What follows belongs to an exercise in optimizing a design on an open flow for small area; a production flow would make more cautious choices.
The RTL was checked by simulation tests, not by an equivalence proof against the original design.
Power and IR drop assume default switching activity.

==> trial 53: inputs <==
==> flow/design.v (excerpt) <==
module xgmii_pktgen (
    input  wire logic        Clk,
    input  wire logic        Reset,
    input  wire logic        gen_en,
    input  wire logic [31:0] gen_num,
    input  wire logic [15:0] idle_len,
    input  wire logic [15:0] cfg_len,
    input  wire logic [47:0] cfg_dmac,
    input  wire logic [47:0] cfg_smac,
    input  wire logic [31:0] cfg_dip,
    input  wire logic [31:0] cfg_sip,
    input  wire logic [15:0] cfg_dp,
    input  wire logic [15:0] cfg_sp,
    input  wire logic [6:0]  cfg_mode,
    output logic      [63:0] txd,
    output logic      [7:0]  txc,
    output wire logic        tx_done
);
clock: 6.4 ns
lec_check: 0
cap_margin: 20
core_margin: 2
core_utilization: 60
cts_buf_list: sky130_fd_sc_hd__clkbuf_8
cts_cluster_size: 25
place_density: 0.72
slew_margin: 20
standard.sh (not shown) runs the stock make flow with config.mk's settings and CLKGATE_MAP_FILE= SYNTH_SCRIPT=/design/flow/synth_recipe.tcl, a recipe that flattens the netlist after the stock synthesis.
==> flow/flow/run.sh <==
#!/bin/bash
# The standard layout (the standard.sh, ORFS synthesis to final), with
# two ORFS options set: every input and output port is still buffered, but
# by the smallest buffer cell instead of the one buffer_ports picks by
# default; and after global routing, gates off the critical paths are
# downsized (ORFS's RECOVER_POWER step). make's own output goes to
# flow_make.log; each ORFS step logs to orfs/logs/ as usual.
set -euo pipefail
bash standard.sh "BUFFER_PORTS_ARGS=-buffer_cell sky130_fd_sc_hd__buf_1" "RECOVER_POWER=100" finish > flow_make.log 2>&1
==> build 4 (differences from trial 53) <==
--- a/flow/design.v
+++ b/flow/design.v
@@ -79,15 +79,17 @@
         end
     end
     always_ff @(posedge Clk) begin
         if (q_pre) begin
             k  <= fresh ? 32'd0 : k_inc;
             ll <= (fresh || (ll == 11'd2047)) ? 11'd63 : ll_inc;
         end
-        modr <= lm1[2:0] + 3'd1;
+        if (last_next) begin
+            modr <= lm1[2:0] + 3'd1;
+        end
         if (q_sof) begin
             cnt <= 16'd0;
         end else if (q_gap && eofr) begin
             cnt <= 16'd2;
         end else begin
             cnt <= cnt_inc;
         end
@@ -121,29 +123,28 @@
            | ({16{si}} & {5'd0, ll});
         yH = ({16{(s1 || sp) && cfg_mode[4]}} & kH) | ({16{s2}} & 16'hFFEF)
            | ({16{s4 && cfg_mode[3]}} & kL)         | ({16{spl}} & kH);
         yM = ({16{s0 && cfg_mode[5]}} & kH)         | ({16{(s1 || sp) && cfg_mode[4]}} & kL)
            | ({16{s3 && cfg_mode[2]}} & kH)         | ({16{s4 && cfg_mode[0]}} & kL)
            | ({16{s2 && cfg_mode[3]}} & kL)         | ({16{spl}} & kL);
         yL = ({16{s0 && cfg_mode[5]}} & kL)         | ({16{s3 && cfg_mode[2]}} & kL)
-           | ({16{s4 && cfg_mode[1]}} & kL)         | ({16{sp}} & ~gen_num[15:0]);
+           | ({16{s4 && cfg_mode[1]}} & kL);
     end
     assign xLM = !(s4 || sp);
     assign yLM = si;
     assign xMH = !(s2 || s3 || s4);
     bk_add #(.N(50), .T(32)) u_add (
         .a  ({xH, xMH, xM, xLM, xL}),
         .b  ({yH, 1'b0, yM, yLM, yL}),
         .ci (si || sp),
         .s  ({sH, cMH, sM, cLM, sL}),
         .co (cH)
     );
-    assign xB = ({16{s0}} & cfg_smac[47:32]) | ({16{s3}} & cfg_dip[31:16])
-              | ({16{sp}} & kH);
-    assign yB = ({16{s3 && cfg_mode[3]}} & kH) | ({16{sp}} & ~gen_num[31:16]);
+    assign xB = ({16{s0}} & cfg_smac[47:32]) | ({16{s3}} & cfg_dip[31:16]);
+    assign yB = ((s3 && cfg_mode[3]) || sp) ? kH : 16'd0;
     assign cB = s0 ? c_smac : (s3 ? c_dip : (&kL));
     bk_add #(.N(16), .T(8)) u_addb (
         .a  (xB),
         .b  (yB),
         .ci (cB),
         .s  (sB),
         .co ()
@@ -156,18 +157,20 @@
         else           oB = cnt;
     end
     assign word   = {sH, sM & {16{!s2}}, sL, oB};
     assign k_inc  = {sH, sM};
     assign ll_inc = sL[10:0];
     always_ff @(posedge Clk) begin
         if (sp) begin
-            eqr    <= (&sB) && (&sL);
-        end
-        c_smac <= cH;
-        c_dip  <= cMH;
+            c_smac <= cH;
+            eqr    <= ({sB, sL} == gen_num);
+        end
+        if (s2) begin
+            c_dip  <= cMH;
+        end
     end
     always_comb begin
         txd = {8{8'h07}};
         txc = 8'hFF;
         if (q_sof) begin
             txd = {8'hD5, {6{8'h55}}, 8'hFB};
             txc = 8'h01;
==> flow/flow/run.sh (replaced) <==
#!/bin/bash
# The standard layout (the standard.sh, ORFS synthesis to final), with
# every input and output port still buffered, but by the smallest buffer
# cell instead of the one buffer_ports picks by default. make's own output
# goes to flow_make.log; each ORFS step logs to orfs/logs/ as usual.
set -euo pipefail
bash standard.sh "BUFFER_PORTS_ARGS=-buffer_cell sky130_fd_sc_hd__buf_1" finish > flow_make.log 2>&1
- CORE_UTILIZATION: 60 -> 40
- PLACE_DENSITY: 0.72 -> unset
==> flow_summary.ini <==
[floorplanning]
die_h_microns = 161
core_area_sq_um = 24200

[clock_network]
insertion_delay_ps = 380

[finish]
area_growth_pct = 20.5
multiInputGateArea_sq_um = 7330

[power]
swShare_pct = 28.6

[status]
status = no timing/DRC/antenna violations

[timing]
rsz0062_at_grt = false

[synthesis]
synth_compound_area_share_pct = 28.9
[end of results for build 4]
==> flow_summary.ini <==
[timing]
rsz0062_at_grt = true

[finish]
multiInputGateArea_sq_um = 7000
area_growth_pct = 19.3

[floorplanning]
core_area_sq_um = 15300
die_h_microns = 130

[synthesis]
synthSimpleGateAreaFrac_pct = 23.5
synth_compound_area_share_pct = 31.0

[power]
swShare_pct = 41.9
pg_comb_mw = 0.606

[status]
status = no timing/DRC/antenna violations

[hold_path]
whs_endpoint = cnt[12]$_SDFF_PP0_
[end of results for trial 53]


==> run R: inputs <==
Another version of the RTL of xgmii_pktgen (not shown whole).
Design xgmii_pktgen, start of the top module:
module xgmii_pktgen (
    input  wire logic        Clk,
    input  wire logic        Reset,
    input  wire logic        gen_en,
    input  wire logic [31:0] gen_num,
    input  wire logic [15:0] idle_len,
    input  wire logic [15:0] cfg_len,
    input  wire logic [47:0] cfg_dmac,
    input  wire logic [47:0] cfg_smac,
    input  wire logic [31:0] cfg_dip,
    input  wire logic [31:0] cfg_sip,
    input  wire logic [15:0] cfg_dp,
    input  wire logic [15:0] cfg_sp,
    input  wire logic [6:0]  cfg_mode,
    output logic      [63:0] txd,
    output logic      [7:0]  txc,
    output wire logic        tx_done
);
    logic q_idle, q_pre, q_sof, q_w0, q_w1, q_w2, q_w3, q_w4, q_pay, q_gap;
    logic        fresh;
    logic [31:0] k;
    logic [10:0] ll;
    logic [15:0] cnt;
    logic        eofr;
    logic        termr;
    logic [2:0]  modr;
    logic        c_smac, c_dip;
    logic        eqr;
    logic [31:0] k_inc;
    logic [10:0] ll_inc;
    logic        start_ok;
    logic        fs;
    logic [10:0] lm1;
    logic        last_next;
    logic [15:0] sB;
    assign start_ok = gen_en && (fresh || (gen_num == 32'd0) || !eqr);
    assign fs       = q_idle && start_ok;
    assign tx_done  = q_idle && !start_ok;
    assign lm1       = cfg_mode[6] ? ll : (cfg_len[10:0] - 11'd1);
    assign last_next = q_pay && (sB[7:0] == lm1[10:3]);
    always_ff @(posedge Clk or posedge Reset) begin
        if (Reset) begin
            q_idle <= 1'b1;
            q_pre  <= 1'b0;
            q_sof  <= 1'b0;
            q_w0   <= 1'b0;
            q_w1   <= 1'b0;
  ...
==> flow/config.mk <==
export PLATFORM = sky130hd
export DESIGN_NAME = xgmii_pktgen
export DESIGN_NICKNAME = xgmii_pktgen
export VERILOG_FILES = /design/flow/design.v
export SDC_FILE = /design/flow/constraint.sdc
export NUM_CORES = 4
export LEC_CHECK = 0
export CAP_MARGIN = 20
export CORE_MARGIN = 2
export CORE_UTILIZATION = 60
export CTS_BUF_LIST = sky130_fd_sc_hd__clkbuf_8
export CTS_CLUSTER_SIZE = 25
export PLACE_DENSITY = 0.72
export SETUP_SLACK_MARGIN = 0.02
export SLEW_MARGIN = 20
==> flow/constraint.sdc <==
create_clock -name core_clock -period 6.4 [get_ports {Clk}]
set_input_delay 1.2800 -clock core_clock [delete_from_list [all_inputs] [get_ports {Clk}]]
set_output_delay 1.2800 -clock core_clock [all_outputs]
set_load 0.01 [all_outputs]
==> flow/flow/run.sh <==
#!/bin/bash
# The standard layout (the standard.sh, ORFS synthesis to final), with
# two ORFS options set: every input and output port is still buffered, but
# by the smallest buffer cell instead of the one buffer_ports picks by
# default; and clock tree synthesis runs with its usual arguments (plus the
# buffer list and cluster size from config.mk) but adds no dummy loads.
# make's own output goes to flow_make.log; each ORFS step logs to
# orfs/logs/ as usual.
set -euo pipefail
bash standard.sh \
  "BUFFER_PORTS_ARGS=-buffer_cell sky130_fd_sc_hd__buf_1" \
  "CTS_ARGS=-sink_clustering_enable -repair_clock_nets -sink_clustering_size 25 -buf_list sky130_fd_sc_hd__clkbuf_8 -dont_use_dummy_load" \
  finish > flow_make.log 2>&1
==> inputs of run G, as changes to run R <==
--- a/flow/design.v
+++ b/flow/design.v
@@ -25,26 +25,27 @@
     logic [15:0] cnt;
     logic        eofr;
     logic        termr;
     logic [2:0]  modr;
     logic        c_smac, c_dip;
     logic        eqr;
     logic [31:0] k_inc;
     logic [10:0] ll_inc;
+    logic [15:0] cnt_inc;
     logic        start_ok;
     logic        fs;
     logic [10:0] lm1;
     logic        last_next;
-    logic [15:0] sB;
+    assign cnt_inc  = cnt + 16'd1;
     assign start_ok = gen_en && (fresh || (gen_num == 32'd0) || !eqr);
     assign fs       = q_idle && start_ok;
     assign tx_done  = q_idle && !start_ok;
     assign lm1       = cfg_mode[6] ? ll : (cfg_len[10:0] - 11'd1);
-    assign last_next = q_pay && (sB[7:0] == lm1[10:3]);
+    assign last_next = q_pay && (cnt_inc[7:0] == lm1[10:3]);
     always_ff @(posedge Clk or posedge Reset) begin
         if (Reset) begin
             q_idle <= 1'b1;
             q_pre  <= 1'b0;
             q_sof  <= 1'b0;
             q_w0   <= 1'b0;
             q_w1   <= 1'b0;
             q_w2   <= 1'b0;
@@ -78,29 +79,29 @@
         end
     end
     always_ff @(posedge Clk) begin
         if (q_pre) begin
             k  <= fresh ? 32'd0 : k_inc;
             ll <= (fresh || (ll == 11'd2047)) ? 11'd63 : ll_inc;
         end
         modr <= lm1[2:0] + 3'd1;
-        if (q_w4) begin
-            cnt <= 16'd5;
+        if (q_sof) begin
+            cnt <= 16'd0;
         end else if (q_gap && eofr) begin
             cnt <= 16'd2;
         end else begin
-            cnt <= sB;
+            cnt <= cnt_inc;
         end
     end
     logic s0, s1, s2, s3, s4, sp, si, spl;
     logic [15:0] kH, kL;
     logic [15:0] xH, xM, xL, yH, yM, yL, sH, sM, sL;
     logic        xLM, yLM, xMH, cLM, cMH, cH;
-    logic [15:0] xB, yB, oB;
+    logic [15:0] xB, yB, sB, oB;
     logic        cB, cBo;
     logic [63:0] word;
     assign sp  = q_sof;
     assign si  = q_pre;
     assign s0  = q_w0;
     assign s1  = q_w1;
     assign s2  = q_w2;
     assign s3  = q_w3;
@@ -131,21 +132,20 @@
     bk_add #(.N(50), .T(32)) u_add (
         .a  ({xH, xMH, xM, xLM, xL}),
         .b  ({yH, 1'b0, yM, yLM, yL}),
         .ci (si || sp),
         .s  ({sH, cMH, sM, cLM, sL}),
         .co (cH)
     );
     assign xB = ({16{s0}} & cfg_smac[47:32]) | ({16{s3}} & cfg_dip[31:16])
-              | ({16{sp}} & kH)              | ({16{s2}} & cfg_dip[15:0])
-              | ({16{q_pay || q_gap}} & cnt);
+              | ({16{sp}} & kH)              | ({16{s2}} & cfg_dip[15:0]);
     assign yB = ({16{s3 && cfg_mode[3]}} & kH) | ({16{sp}} & ~gen_num[31:16])
               | ({16{s2 && cfg_mode[3]}} & kL);
-    assign cB = s0 ? c_smac : (s3 ? c_dip : (sp ? (&kL) : (q_pay || q_gap)));
+    assign cB = s0 ? c_smac : (s3 ? c_dip : (sp && (&kL)));
     bk_add #(.N(16), .T(8)) u_addb (
         .a  (xB),
         .b  (yB),
         .ci (cB),
         .s  (sB),
         .co (cBo)
     );
     always_comb begin
==> flow/flow/run.sh (replaced) <==
#!/bin/bash
# The standard layout (the standard.sh, ORFS synthesis to final), with
# every input and output port still buffered, but by the smallest buffer
# cell instead of the one buffer_ports picks by default. make's own output
# goes to flow_make.log; each ORFS step logs to orfs/logs/ as usual.
set -euo pipefail
bash standard.sh "BUFFER_PORTS_ARGS=-buffer_cell sky130_fd_sc_hd__buf_1" finish > flow_make.log 2>&1
SETUP_SLACK_MARGIN = not set   (was 0.02)
==> inputs of run A, as changes to run R <==
--- a/flow/design.v
+++ b/flow/design.v
@@ -25,26 +25,27 @@
     logic [15:0] cnt;
     logic        eofr;
     logic        termr;
     logic [2:0]  modr;
     logic        c_smac, c_dip;
     logic        eqr;
     logic [31:0] k_inc;
     logic [10:0] ll_inc;
+    logic [15:0] cnt_inc;
     logic        start_ok;
     logic        fs;
     logic [10:0] lm1;
     logic        last_next;
-    logic [15:0] sB;
+    assign cnt_inc  = cnt + 16'd1;
     assign start_ok = gen_en && (fresh || (gen_num == 32'd0) || !eqr);
     assign fs       = q_idle && start_ok;
     assign tx_done  = q_idle && !start_ok;
     assign lm1       = cfg_mode[6] ? ll : (cfg_len[10:0] - 11'd1);
-    assign last_next = q_pay && (sB[7:0] == lm1[10:3]);
+    assign last_next = q_pay && (cnt_inc[7:0] == lm1[10:3]);
     always_ff @(posedge Clk or posedge Reset) begin
         if (Reset) begin
             q_idle <= 1'b1;
             q_pre  <= 1'b0;
             q_sof  <= 1'b0;
             q_w0   <= 1'b0;
             q_w1   <= 1'b0;
             q_w2   <= 1'b0;
@@ -77,98 +78,101 @@
                    || (q_gap && !(eofr ? (idle_len == 16'd1) : (cnt == idle_len)));
         end
     end
     always_ff @(posedge Clk) begin
         if (q_pre) begin
             k  <= fresh ? 32'd0 : k_inc;
             ll <= (fresh || (ll == 11'd2047)) ? 11'd63 : ll_inc;
         end
-        modr <= lm1[2:0] + 3'd1;
-        if (q_w4) begin
-            cnt <= 16'd5;
+        if (last_next) begin
+            modr <= lm1[2:0] + 3'd1;
+        end
+        if (q_sof) begin
+            cnt <= 16'd0;
         end else if (q_gap && eofr) begin
             cnt <= 16'd2;
         end else begin
-            cnt <= sB;
+            cnt <= cnt_inc;
         end
     end
     logic s0, s1, s2, s3, s4, sp, si, spl;
     logic [15:0] kH, kL;
     logic [15:0] xH, xM, xL, yH, yM, yL, sH, sM, sL;
     logic        xLM, yLM, xMH, cLM, cMH, cH;
-    logic [15:0] xB, yB, oB;
-    logic        cB, cBo;
+    logic [15:0] xB, yB, sB, oB;
+    logic        cB;
     logic [63:0] word;
     assign sp  = q_sof;
     assign si  = q_pre;
     assign s0  = q_w0;
     assign s1  = q_w1;
     assign s2  = q_w2;
     assign s3  = q_w3;
     assign s4  = q_w4;
     assign spl = !(s0 || s1 || s2 || s3 || s4 || sp);
     assign kH  = k[31:16];
     assign kL  = k[15:0];
     always_comb begin
         xH = ({16{s0}} & cfg_dmac[47:32])       | ({16{s1 || sp}} & cfg_smac[31:16])
            | ({16{s2}} & {5'd0, lm1})           | ({16{s4}} & cfg_dip[15:0]);
         xM = ({16{s0}} & cfg_dmac[31:16])       | ({16{s1 || sp}} & cfg_smac[15:0])
-           | ({16{s3}} & cfg_sip[31:16])        | ({16{s4}} & cfg_sp);
+           | ({16{s3}} & cfg_sip[31:16])        | ({16{s4}} & cfg_sp)
+           | ({16{s2}} & cfg_dip[15:0]);
         xL = ({16{s0}} & cfg_dmac[15:0])        | ({16{s1}} & 16'h0800)
            | ({16{s2}} & 16'h4000)              | ({16{s3}} & cfg_sip[15:0])
            | ({16{s4}} & cfg_dp)                | ({16{sp}} & kL)
            | ({16{si}} & {5'd0, ll});
         yH = ({16{(s1 || sp) && cfg_mode[4]}} & kH) | ({16{s2}} & 16'hFFEF)
            | ({16{s4 && cfg_mode[3]}} & kL)         | ({16{spl}} & kH);
         yM = ({16{s0 && cfg_mode[5]}} & kH)         | ({16{(s1 || sp) && cfg_mode[4]}} & kL)
            | ({16{s3 && cfg_mode[2]}} & kH)         | ({16{s4 && cfg_mode[0]}} & kL)
-           | ({16{spl}} & kL);
+           | ({16{s2 && cfg_mode[3]}} & kL)         | ({16{spl}} & kL);
         yL = ({16{s0 && cfg_mode[5]}} & kL)         | ({16{s3 && cfg_mode[2]}} & kL)
            | ({16{s4 && cfg_mode[1]}} & kL)         | ({16{sp}} & ~gen_num[15:0]);
     end
     assign xLM = !(s4 || sp);
     assign yLM = si;
     assign xMH = !(s2 || s3 || s4);
     bk_add #(.N(50), .T(32)) u_add (
         .a  ({xH, xMH, xM, xLM, xL}),
         .b  ({yH, 1'b0, yM, yLM, yL}),
         .ci (si || sp),
         .s  ({sH, cMH, sM, cLM, sL}),
         .co (cH)
     );
     assign xB = ({16{s0}} & cfg_smac[47:32]) | ({16{s3}} & cfg_dip[31:16])
-              | ({16{sp}} & kH)              | ({16{s2}} & cfg_dip[15:0])
-              | ({16{q_pay || q_gap}} & cnt);
-    assign yB = ({16{s3 && cfg_mode[3]}} & kH) | ({16{sp}} & ~gen_num[31:16])
-              | ({16{s2 && cfg_mode[3]}} & kL);
-    assign cB = s0 ? c_smac : (s3 ? c_dip : (sp ? (&kL) : (q_pay || q_gap)));
+              | ({16{sp}} & kH);
+    assign yB = ({16{s3 && cfg_mode[3]}} & kH) | ({16{sp}} & ~gen_num[31:16]);
+    assign cB = s0 ? c_smac : (s3 ? c_dip : (&kL));
     bk_add #(.N(16), .T(8)) u_addb (
         .a  (xB),
         .b  (yB),
         .ci (cB),
         .s  (sB),
-        .co (cBo)
+        .co ()
     );
     always_comb begin
         if (s0 || s3)  oB = sB;
         else if (s1)   oB = 16'h4500;
         else if (s2)   oB = 16'h4006;
         else if (s4)   oB = 16'h0004;
         else           oB = cnt;
     end
-    assign word   = {sH, sM, sL, oB};
+    assign word   = {sH, sM & {16{!s2}}, sL, oB};
     assign k_inc  = {sH, sM};
     assign ll_inc = sL[10:0];
     always_ff @(posedge Clk) begin
         if (sp) begin
+            c_smac <= cH;
             eqr    <= (&sB) && (&sL);
         end
-        c_smac <= cH;
-        c_dip  <= cBo;
+        if (s2) begin
+            c_dip  <= cMH;
+        end
     end
     always_comb begin
         txd = {8{8'h07}};
         txc = 8'hFF;
         if (q_sof) begin
             txd = {8'hD5, {6{8'h55}}, 8'hFB};
             txc = 8'h01;
         end else if (q_w0 || q_w1 || q_w2 || q_w3 || q_w4 || q_pay || eofr) begin
==> flow/flow/run.sh (replaced) <==
#!/bin/bash
# The standard layout (the standard.sh, ORFS synthesis to final), with
# every input and output port still buffered, but by the smallest buffer
# cell instead of the one buffer_ports picks by default. make's own output
# goes to flow_make.log; each ORFS step logs to orfs/logs/ as usual.
set -euo pipefail
bash standard.sh "BUFFER_PORTS_ARGS=-buffer_cell sky130_fd_sc_hd__buf_1" finish > flow_make.log 2>&1
SETUP_SLACK_MARGIN = not set   (was 0.02)
==> run summary <==
|  | run A | run G | run R |
|---|---|---|---|
| Status | no timing/DRC/antenna violations | no timing/DRC/antenna violations | no timing/DRC/antenna violations |
| Share of final layout cell area taken by non-clock buffers | 13.6% | 13.1% | 14.8% |
| Met2 demand-to-capacity share in global routing | 66.4% | 70.0% | 76.7% |
| Relative slew margins | 31.7% | 47.0% | 47.7% |
| Hold Path Stages | 2 | 0 | 1 |
| Post-route setup slack | 0.140 ns | 0.165 ns | 0.110 ns |
| Part of the Yosys area used for sequential elements | 22.3% | 21.8% | 22.2% |
| Startpoint of the worst-slack reg-to-reg timing path | q_w3 | q_w0 | q_sof |
| Hold Slack | 0.544 ns | 0.552 ns | 0.556 ns |
| Final standard cell utilization of the core | 71.7% | 72.9% | 73.1% |
| Highest-power group | registers | combinational logic | registers |
| Slowest stage delay, CP | 0.42 ns | 0.44 ns | 0.54 ns |
| Aggregate global-route resource usage | 43.1% | 44.3% | 47.9% |
| Die Area | 16900 um2 | 16800 um2 | 16600 um2 |
| Summed instance area of the synthesized netlist | 9510 um2 | 9490 um2 | 9340 um2 |
| Mean cell area of the mapped netlist | 7.51 um2 | 7.46 um2 | 7.55 um2 |
| Fin cells | 1789 | 1790 | 1745 |
| Routed met2 length | 16900 um | 17300 um | 18300 um |
| Sequential cell area share | 18.9% | 18.6% | 18.7% |
| Reported combinational group power | 149 uW | 930 uW | 538 uW |
| Clock transition at path regs | 0.10 ns | 0.10 ns | 0.09 ns |
| Wire length of the first global-routing pass | 55400 um | 56700 um | 59500 um |
| Initial antenna violation count | 0 | 2 | 1 |
| Power share of the clock group | 35.3% | 19.7% | 21.1% |
| Routed met3 length | 4840 um | 5530 um | 6150 um |
| Data arrival time at the worst-slack endpoint | 4.98 ns | 4.95 ns | 5.01 ns |

[port drivers added, routing unchanged]
In the flow no input, the clock included, has a driving cell. The finished layouts below were timed again as built, in two steps.
Step 1, drivers: a clkbuf_16 drives Clk and a buf_2 each remaining input, both assumed.
Step 2 moves the port delays by t, midway between the first and last clock arrival at a register: inputs arrive t later, outputs are due t later. That takes back most of the time a late clock gives input paths.
Slacks: no drivers / after step 1 / after step 2; pairs: no drivers / after step 1.
| run | shift t [ns] | setup WS [ns] | worst setup path at the end | latest minus earliest clock arrival (ns) | slew at the worst register clock pin (ns) |
|---|---|---|---|---|---|
| trial 53 | 0.425 | 0.090 / 0.067 / 0.067 | input to output | 0.012 / 0.012 | 0.10 / 0.10 |
| build 4 | 0.410 | 0.207 / 0.163 / 0.208 | input to output | 0.023 / 0.023 | 0.10 / 0.10 |
| run R | 0.420 | 0.110 / 0.082 / 0.082 | input to output | 0.025 / 0.025 | 0.09 / 0.09 |
| run G | 0.440 | 0.165 / 0.142 / 0.142 | input to output | 0.012 / 0.011 | 0.11 / 0.11 |
| run A | 0.428 | 0.140 / 0.116 / 0.116 | input to output | 0.018 / 0.018 | 0.10 / 0.10 |
After both steps setup and hold are still met in every run listed. The setup slack of run R, which loses most, moves by -0.028 ns with the drivers and by -0.028 ns with both steps.
